Background: an optimization exercise with open tools, aiming at small area and few clock cycles per item. Do not read the settings as production practice. In this exercise RTL edits were held to simulation tests only and were not proved equivalent to the original. No activity file was given, so power comes from the tool's default toggle rates.

==> inputs of wip/yarrow <==
==> flow/design.v <==
package hsbp_pkg;
    localparam int SYMBOL_COUNT_DEF  = 256;
    localparam int MAX_CODE_BITS_DEF = 8;
    localparam int SYM_W  = 8;
    localparam int CODE_W = 8;
    localparam int LEN_W  = 4;
    localparam int BYTE_W = 8;
    localparam int ENT_W = 9;
endpackage
module hsbp_dec4_n (
    input  logic [3:0]  i_a,
    output logic [15:0] o_n
);
    for (genvar x = 0; x < 16; x++) begin : g_x
        assign o_n[x] = i_a != 4'(x);
    end
endmodule
module hsbp_rows (
    input  logic [15:0]  i_hi_n,
    input  logic [15:0]  i_lo_n,
    output logic [255:0] o_row
);
    for (genvar i = 0; i < 256; i++) begin : g_row
        assign o_row[i] = ~(i_hi_n[i/16] | i_lo_n[i%16]);
    end
endmodule
module hsbp_aoi222 (
    input  logic [2:0] i_s,
    input  logic [2:0] i_d,
    output logic       o_n
);
    assign o_n = ~|(i_s & i_d);
endmodule
module hsbp_nand_tree (
    input  logic [85:0] i_n,
    output logic        o_y
);
    assign o_y = ~&i_n;
endmodule
module hsbp_rdmux (
    input  logic [255:0] i_sel,
    input  logic [255:0] i_d,
    output logic         o_y
);
    logic [85:0] n;
    for (genvar t = 0; t < 85; t++) begin : g_t
        hsbp_aoi222 u_aoi (.i_s(i_sel[3*t +: 3]), .i_d(i_d[3*t +: 3]), .o_n(n[t]));
    end
    assign n[85] = ~(i_sel[255] & i_d[255]);
    hsbp_nand_tree u_or (.i_n(n), .o_y(o_y));
endmodule
module huffman_symbol_bit_packer #(
    parameter int SYMBOL_COUNT  = hsbp_pkg::SYMBOL_COUNT_DEF,
    parameter int MAX_CODE_BITS = hsbp_pkg::MAX_CODE_BITS_DEF
) (
    input  logic                        i_clk,
    input  logic                        i_rst_n,
    input  logic                        i_valid,
    output logic                        o_stall,
    input  logic [1:0]                  i_kind,
    input  logic [hsbp_pkg::SYM_W-1:0]  i_symbol,
    input  logic [hsbp_pkg::CODE_W-1:0] i_code_bits,
    input  logic [hsbp_pkg::LEN_W-1:0]  i_code_length,
    output logic                        o_valid,
    input  logic                        i_stall,
    output logic [hsbp_pkg::BYTE_W-1:0] o_packed_byte,
    output logic [hsbp_pkg::LEN_W-1:0]  o_valid_bits,
    output logic                        o_is_last,
    output logic                        o_unknown_symbol
);
    logic [255:0][8:0] r_tab;
    logic       accept;
    logic       blocked;
    logic       r_s1_valid;
    logic       r_s1_flush;
    logic [8:0] r_s1_ent;
    logic [8:0] wr_ent;
    logic [8:0] rd_ent;
    assign blocked = o_valid && i_stall;
    assign o_stall = r_s1_valid && blocked;
    assign accept  = i_valid && !o_stall;
    always_comb begin
        logic [3:0] len;
        len = (i_code_length > 4'd8) ? 4'd8 : i_code_length;
        if (len == 4'd0) begin
            wr_ent = '0;
        end else begin
            wr_ent = ({i_code_bits, 1'b0} & (9'h1FF << (4'd9 - len)))
                   | (9'h100 >> len);
        end
    end
    logic [8:0]   wr_col;
    logic         wr_load;
    logic [15:0]  rd_hi_n, rd_lo_n, wr_hi_n, wr_lo_n;
    logic [255:0] rd_sel, wr_en;
    assign wr_col  = wr_ent & {9{i_rst_n}};
    assign wr_load = accept && i_kind == 2'd0;
    hsbp_dec4_n u_rd_hi (.i_a(i_symbol[7:4]), .o_n(rd_hi_n));
    hsbp_dec4_n u_rd_lo (.i_a(i_symbol[3:0]), .o_n(rd_lo_n));
    hsbp_rows   u_rd    (.i_hi_n(rd_hi_n), .i_lo_n(rd_lo_n), .o_row(rd_sel));
    hsbp_rows   u_wr    (.i_hi_n(wr_hi_n), .i_lo_n(wr_lo_n), .o_row(wr_en));
    assign wr_hi_n = rd_hi_n & {16{i_rst_n}};
    assign wr_lo_n = rd_lo_n & {16{i_rst_n}} | {16{i_rst_n && !wr_load}};
    for (genvar i = 0; i < 256; i++) begin : g_row
        always_ff @(posedge i_clk) begin
            if (wr_en[i]) begin
                r_tab[i] <= wr_col;
            end
        end
    end
    for (genvar b = 0; b < 9; b++) begin : g_bit
        logic [255:0] col;
        for (genvar i = 0; i < 256; i++) begin : g_c
            assign col[i] = r_tab[i][b];
        end
        hsbp_rdmux u_mux (.i_sel(rd_sel), .i_d(col), .o_y(rd_ent[b]));
    end
    always_ff @(posedge i_clk) begin
        if (!o_stall) begin
            r_s1_ent   <= rd_ent;
            r_s1_flush <= i_kind[1];
        end
    end
    logic proc;
    assign proc = r_s1_valid && !blocked;
    always_ff @(posedge i_clk) begin
        if (!i_rst_n) begin
            r_s1_valid <= 1'b0;
        end else if (!o_stall) begin
            r_s1_valid <= accept && (i_kind == 2'd1 || i_kind == 2'd2);
        end
    end
    logic [7:0]  r_acc;        
    logic [7:0]  acc_bits;     
    logic [2:0]  acc_cnt;
    logic [15:0] wide;
    logic        n_emit;
    logic [7:0]  n_acc;
    logic [7:0]  n_byte;
    logic [2:0]  n_cnt;
    logic        n_last;
    logic        n_unk;
    always_comb begin
        acc_cnt = 3'd0;
        for (int j = 0; j < 8; j++) begin
            if (r_acc[j] && (r_acc & ((8'd1 << j) - 8'd1)) == 8'd0) acc_cnt = 3'(7 - j);
        end
        acc_bits = r_acc & (r_acc - 8'd1);
        wide     = {acc_bits, 8'd0} | ({r_s1_ent, 7'd0} >> acc_cnt);
        n_emit = 1'b0;
        n_acc  = r_acc;
        n_byte = '0;
        n_cnt  = '0;
        n_last = 1'b0;
        n_unk  = 1'b0;
        if (r_s1_flush) begin
            n_emit = 1'b1;
            n_byte = acc_bits;
            n_cnt  = acc_cnt;
            n_last = 1'b1;
            n_acc  = 8'h80;
        end else if (r_s1_ent == 9'd0) begin
            n_emit = 1'b1;
            n_unk  = 1'b1;
        end else if (wide[7:0] != 8'd0) begin
            n_emit = 1'b1;
            n_byte = wide[15:8];
            n_acc  = wide[7:0];
        end else begin
            n_acc  = wide[15:8];
        end
    end
    logic [7:0] r_out_byte;
    logic [2:0] r_out_cnt;
    logic       r_out_last;
    logic       r_out_unk;
    logic       r_out_valid;
    always_ff @(posedge i_clk) begin
        if (!i_rst_n) begin
            r_acc       <= 8'h80;
            r_out_valid <= 1'b0;
        end else begin
            if (proc) begin
                r_acc <= n_acc;
            end
            if (proc && n_emit) begin
                r_out_valid <= 1'b1;
            end else if (!i_stall) begin
                r_out_valid <= 1'b0;
            end
        end
    end
    always_ff @(posedge i_clk) begin
        if (proc && n_emit) begin
            r_out_byte <= n_byte;
            r_out_cnt  <= n_cnt;
            r_out_last <= n_last;
            r_out_unk  <= n_unk;
        end
    end
    assign o_valid          = r_out_valid;
    assign o_packed_byte    = r_out_byte;
    assign o_valid_bits     = {!r_out_last && !r_out_unk, r_out_cnt};
    assign o_is_last        = r_out_last;
    assign o_unknown_symbol = r_out_unk;
endmodule
==> flow/flow/run.sh <==
#!/bin/bash
set -euo pipefail
export CTS_ARGS="-sink_clustering_enable -repair_clock_nets -sink_clustering_size 30 -sink_clustering_max_diameter 80 -buf_list sky130_fd_sc_hd__clkbuf_16 -dont_use_dummy_load"
export BUFFER_PORTS_ARGS="-buffer_cell sky130_fd_sc_hd__buf_1"
bash standard.sh > standard.log 2>&1
==> flow/standard.sh <==
#!/bin/bash
# synth_recipe.tcl (not shown) runs the flow's synth.tcl, then flattens the netlist and writes it again
# the make line also repeats each setting of config.mk as NAME=value (left out here)
make -C /OpenROAD-flow-scripts/flow DESIGN_CONFIG=/design/flow/config.mk WORK_HOME=/design/flow/orfs CLKGATE_MAP_FILE= SYNTH_SCRIPT=/design/flow/synth_recipe.tcl "${@:-finish}"
==> flow/config.mk <==
export PLATFORM = sky130hd
export DESIGN_NAME = huffman_symbol_bit_packer
export DESIGN_NICKNAME = huffman_symbol_bit_packer
export VERILOG_FILES = /design/flow/design.v
export SDC_FILE = /design/flow/constraint.sdc
export NUM_CORES = 4
export LEC_CHECK = 0
export CAP_MARGIN = 20
export CORE_MARGIN = 2
export CORE_UTILIZATION = 40
export CTS_BUF_LIST = sky130_fd_sc_hd__clkbuf_16
export CTS_CLUSTER_DIAMETER = 80
export CTS_CLUSTER_SIZE = 30
export SLEW_MARGIN = 20
export SYNTH_HIERARCHICAL = 1
==> flow/constraint.sdc <==
create_clock -name core_clock -period 6.0 [get_ports {i_clk}]
set_input_delay 1.2000 -clock core_clock [delete_from_list [all_inputs] [get_ports {i_clk}]]
set_output_delay 1.2000 -clock core_clock [all_outputs]
set_load 0.01 [all_outputs]
==> wip/sierra (differences from wip/yarrow) <==
CORE_UTILIZATION = 55   (was 40)
PLACE_DENSITY = 0.68   (was unset)
==> wip/harbor (differences from wip/yarrow) <==
CORE_UTILIZATION = 50   (was 40)
PLACE_DENSITY = 0.65   (was unset)
==> wip/fjord (differences from wip/yarrow) <==
==> flow/design.v, changed modules only <==
module huffman_symbol_bit_packer #(
    parameter int SYMBOL_COUNT  = hsbp_pkg::SYMBOL_COUNT_DEF,
    parameter int MAX_CODE_BITS = hsbp_pkg::MAX_CODE_BITS_DEF
) (
    input  logic                        i_clk,
    input  logic                        i_rst_n,
    input  logic                        i_valid,
    output logic                        o_stall,
    input  logic [1:0]                  i_kind,
    input  logic [hsbp_pkg::SYM_W-1:0]  i_symbol,
    input  logic [hsbp_pkg::CODE_W-1:0] i_code_bits,
    input  logic [hsbp_pkg::LEN_W-1:0]  i_code_length,
    output logic                        o_valid,
    input  logic                        i_stall,
    output logic [hsbp_pkg::BYTE_W-1:0] o_packed_byte,
    output logic [hsbp_pkg::LEN_W-1:0]  o_valid_bits,
    output logic                        o_is_last,
    output logic                        o_unknown_symbol
);
    logic [255:0][8:0] r_tab;
    logic       accept;
    logic       blocked;
    logic       r_s1_valid;
    logic       r_s1_flush;
    logic [8:0] r_s1_ent;
    logic [8:0] wr_ent;
    logic [8:0] rd_ent;
    assign blocked = o_valid && i_stall;
    assign o_stall = r_s1_valid && blocked;
    assign accept  = i_valid && !o_stall;
    always_comb begin
        logic [3:0] len;
        len = (i_code_length > 4'd8) ? 4'd8 : i_code_length;
        if (len == 4'd0) begin
            wr_ent = '0;
        end else begin
            wr_ent = ({i_code_bits, 1'b0} & (9'h1FF << (4'd9 - len)))
                   | (9'h100 >> len);
        end
    end
    logic [8:0] wr_col;
    logic       wr_load;
    assign wr_col  = wr_ent & {9{i_rst_n}};
    assign wr_load = accept && i_kind == 2'd0;
    for (genvar i = 0; i < 256; i++) begin : g_row
        always_ff @(posedge i_clk) begin
            if (!i_rst_n || (wr_load && i_symbol == 8'(i))) begin
                r_tab[i] <= wr_col;
            end
        end
    end
    assign rd_ent = r_tab[i_symbol];
    always_ff @(posedge i_clk) begin
        if (!o_stall) begin
            r_s1_ent   <= rd_ent;
            r_s1_flush <= i_kind[1];
        end
    end
    logic proc;
    assign proc = r_s1_valid && !blocked;
    always_ff @(posedge i_clk) begin
        if (!i_rst_n) begin
            r_s1_valid <= 1'b0;
        end else if (!o_stall) begin
            r_s1_valid <= accept && (i_kind == 2'd1 || i_kind == 2'd2);
        end
    end
    logic [7:0]  r_acc;        
    logic [7:0]  acc_bits;     
    logic [2:0]  acc_cnt;
    logic [15:0] wide;
    logic        n_emit;
    logic [7:0]  n_acc;
    logic [7:0]  n_byte;
    logic [2:0]  n_cnt;
    logic        n_last;
    logic        n_unk;
    always_comb begin
        acc_cnt = 3'd0;
        for (int j = 0; j < 8; j++) begin
            if (r_acc[j] && (r_acc & ((8'd1 << j) - 8'd1)) == 8'd0) acc_cnt = 3'(7 - j);
        end
        acc_bits = r_acc & (r_acc - 8'd1);
        wide     = {acc_bits, 8'd0} | ({r_s1_ent, 7'd0} >> acc_cnt);
        n_emit = 1'b0;
        n_acc  = r_acc;
        n_byte = '0;
        n_cnt  = '0;
        n_last = 1'b0;
        n_unk  = 1'b0;
        if (r_s1_flush) begin
            n_emit = 1'b1;
            n_byte = acc_bits;
            n_cnt  = acc_cnt;
            n_last = 1'b1;
            n_acc  = 8'h80;
        end else if (r_s1_ent == 9'd0) begin
            n_emit = 1'b1;
            n_unk  = 1'b1;
        end else if (wide[7:0] != 8'd0) begin
            n_emit = 1'b1;
            n_byte = wide[15:8];
            n_acc  = wide[7:0];
        end else begin
            n_acc  = wide[15:8];
        end
    end
    logic [7:0] r_out_byte;
    logic [2:0] r_out_cnt;
    logic       r_out_last;
    logic       r_out_unk;
    logic       r_out_valid;
    always_ff @(posedge i_clk) begin
        if (!i_rst_n) begin
            r_acc       <= 8'h80;
            r_out_valid <= 1'b0;
        end else begin
            if (proc) begin
                r_acc <= n_acc;
            end
            if (proc && n_emit) begin
                r_out_valid <= 1'b1;
            end else if (!i_stall) begin
                r_out_valid <= 1'b0;
            end
        end
    end
    always_ff @(posedge i_clk) begin
        if (proc && n_emit) begin
            r_out_byte <= n_byte;
            r_out_cnt  <= n_cnt;
            r_out_last <= n_last;
            r_out_unk  <= n_unk;
        end
    end
    assign o_valid          = r_out_valid;
    assign o_packed_byte    = r_out_byte;
    assign o_valid_bits     = {!r_out_last && !r_out_unk, r_out_cnt};
    assign o_is_last        = r_out_last;
    assign o_unknown_symbol = r_out_unk;
endmodule
// module hsbp_dec4_n removed
// module hsbp_rows removed
// module hsbp_aoi222 removed
// module hsbp_nand_tree removed
// module hsbp_rdmux removed
==> flow/run.sh (new file) <==
#!/bin/bash
# synth_recipe.tcl (not shown) runs the flow's synth.tcl, then flattens the netlist and writes it again
# the make line also repeats each setting of config.mk as NAME=value (left out here)
make -C /OpenROAD-flow-scripts/flow DESIGN_CONFIG=/design/flow/config.mk WORK_HOME=/design/flow/orfs CLKGATE_MAP_FILE= SYNTH_SCRIPT=/design/flow/synth_recipe.tcl finish
CTS_BUF_LIST = unset   (was sky130_fd_sc_hd__clkbuf_16)
CTS_CLUSTER_DIAMETER = unset   (was 80)
CTS_CLUSTER_SIZE = unset   (was 30)
SYNTH_HIERARCHICAL = unset   (was 1)
removed: flow/flow/run.sh
removed: flow/standard.sh
==> qor summary <==
Gate power share: wip/sierra 5.9%; wip/yarrow 5.8%; wip/fjord 9.1%; wip/harbor 5.9%
Synth unique cells: wip/sierra 70; wip/yarrow 70; wip/fjord 64; wip/harbor 70
Standard-cell row count: wip/sierra 144; wip/yarrow 168; wip/fjord 175; wip/harbor 151
Layout overhead on the synthesized area: wip/sierra 6.27%; wip/yarrow 7.76%; wip/fjord 15.1%; wip/harbor 6.55%
Instance count on the critical path: wip/sierra 8; wip/yarrow 10; wip/fjord 11; wip/harbor 9
Switching share of power: wip/sierra 21.7%; wip/yarrow 21.9%; wip/fjord 22.8%; wip/harbor 21.8%
Total leakage power: wip/sierra 25.8 nW; wip/yarrow 26.0 nW; wip/fjord 34.4 nW; wip/harbor 25.8 nW
Status: wip/sierra no timing/DRC/antenna violations; wip/yarrow no timing/DRC/antenna violations; wip/fjord no timing/DRC/antenna violations; wip/harbor no timing/DRC/antenna violations
Sequential share of the synthesized area: wip/sierra 82.7%; wip/yarrow 82.7%; wip/fjord 76.4%; wip/harbor 82.7%
Endpoint of the most critical setup path: wip/sierra r_s1_ent[1]; wip/yarrow r_s1_ent[1]; wip/fjord r_s1_ent[5]; wip/harbor r_s1_ent[6]
Net count after synthesis: wip/sierra 4366; wip/yarrow 4366; wip/fjord 4227; wip/harbor 4366
Insertion delay to the later sink of the worst-skew pair: wip/sierra 0.78 ns; wip/yarrow 0.82 ns; wip/fjord 0.87 ns; wip/harbor 0.76 ns
Via count: wip/sierra 47600; wip/yarrow 47700; wip/fjord 46000; wip/harbor 47800
Final-stage net count: wip/sierra 4477; wip/yarrow 4498; wip/fjord 4643; wip/harbor 4474
Clock transition at the register clock pins on the worst setup and hold paths after CTS: wip/sierra 0.11 ns; wip/yarrow 0.08 ns; wip/fjord 0.06 ns; wip/harbor 0.08 ns
Testbench counts of wip/yarrow, summed over its fixed seeds: cycles 34,072, items 34,056.
Testbench counts of wip/sierra, summed over its fixed seeds: cycles 34,072, items 34,056.
Testbench counts of wip/harbor, summed over its fixed seeds: cycles 34,072, items 34,056.
Testbench counts of wip/fjord, summed over its fixed seeds: cycles 34,072, items 34,056.

separate check: timing with driven ports:
Ports are ideal in the flow. The routed layouts listed here were re-timed in OpenROAD.
Step 1 sets driving cells, clkbuf_16 on the clock port and buf_2 on the other inputs (assumed; they add their load-dependent delay and slew).
Step 2 times the ports against the registers' clock, not the clock port: input delays grow and output delays shrink by t, the midpoint of the rising clock arrivals with the driver on.
Three values: ideal ports, drivers, drivers and shift; two values: the first two.
run | t (ns) | slack for setup (ns) | worst hold slack (ns) | latest minus earliest clock arrival (ns) | worst data-port slew with drivers (ns)
wip/yarrow | 0.859 | 0.888 / 0.946 / 0.088 | 0.540 / 0.540 / 0.540 | 0.104 / 0.103 | 0.13
wip/sierra | 0.813 | 0.725 / 0.772 / -0.041 | 0.539 / 0.539 / 0.539 | 0.099 / 0.100 | 0.04
wip/harbor | 0.803 | 0.882 / 0.944 / 0.141 | 0.537 / 0.537 / 0.537 | 0.098 / 0.098 | 0.09
wip/fjord | 0.948 | 1.833 / 1.879 / 0.931 | 0.549 / 0.549 / 0.549 | 0.060 / 0.060 | 0.14
Met with ideal ports but missed after step 2: setup timing in wip/sierra. For wip/fjord, which loses most, drivers alone change the setup slack by +0.046 ns; drivers and shift together by -0.902 ns.
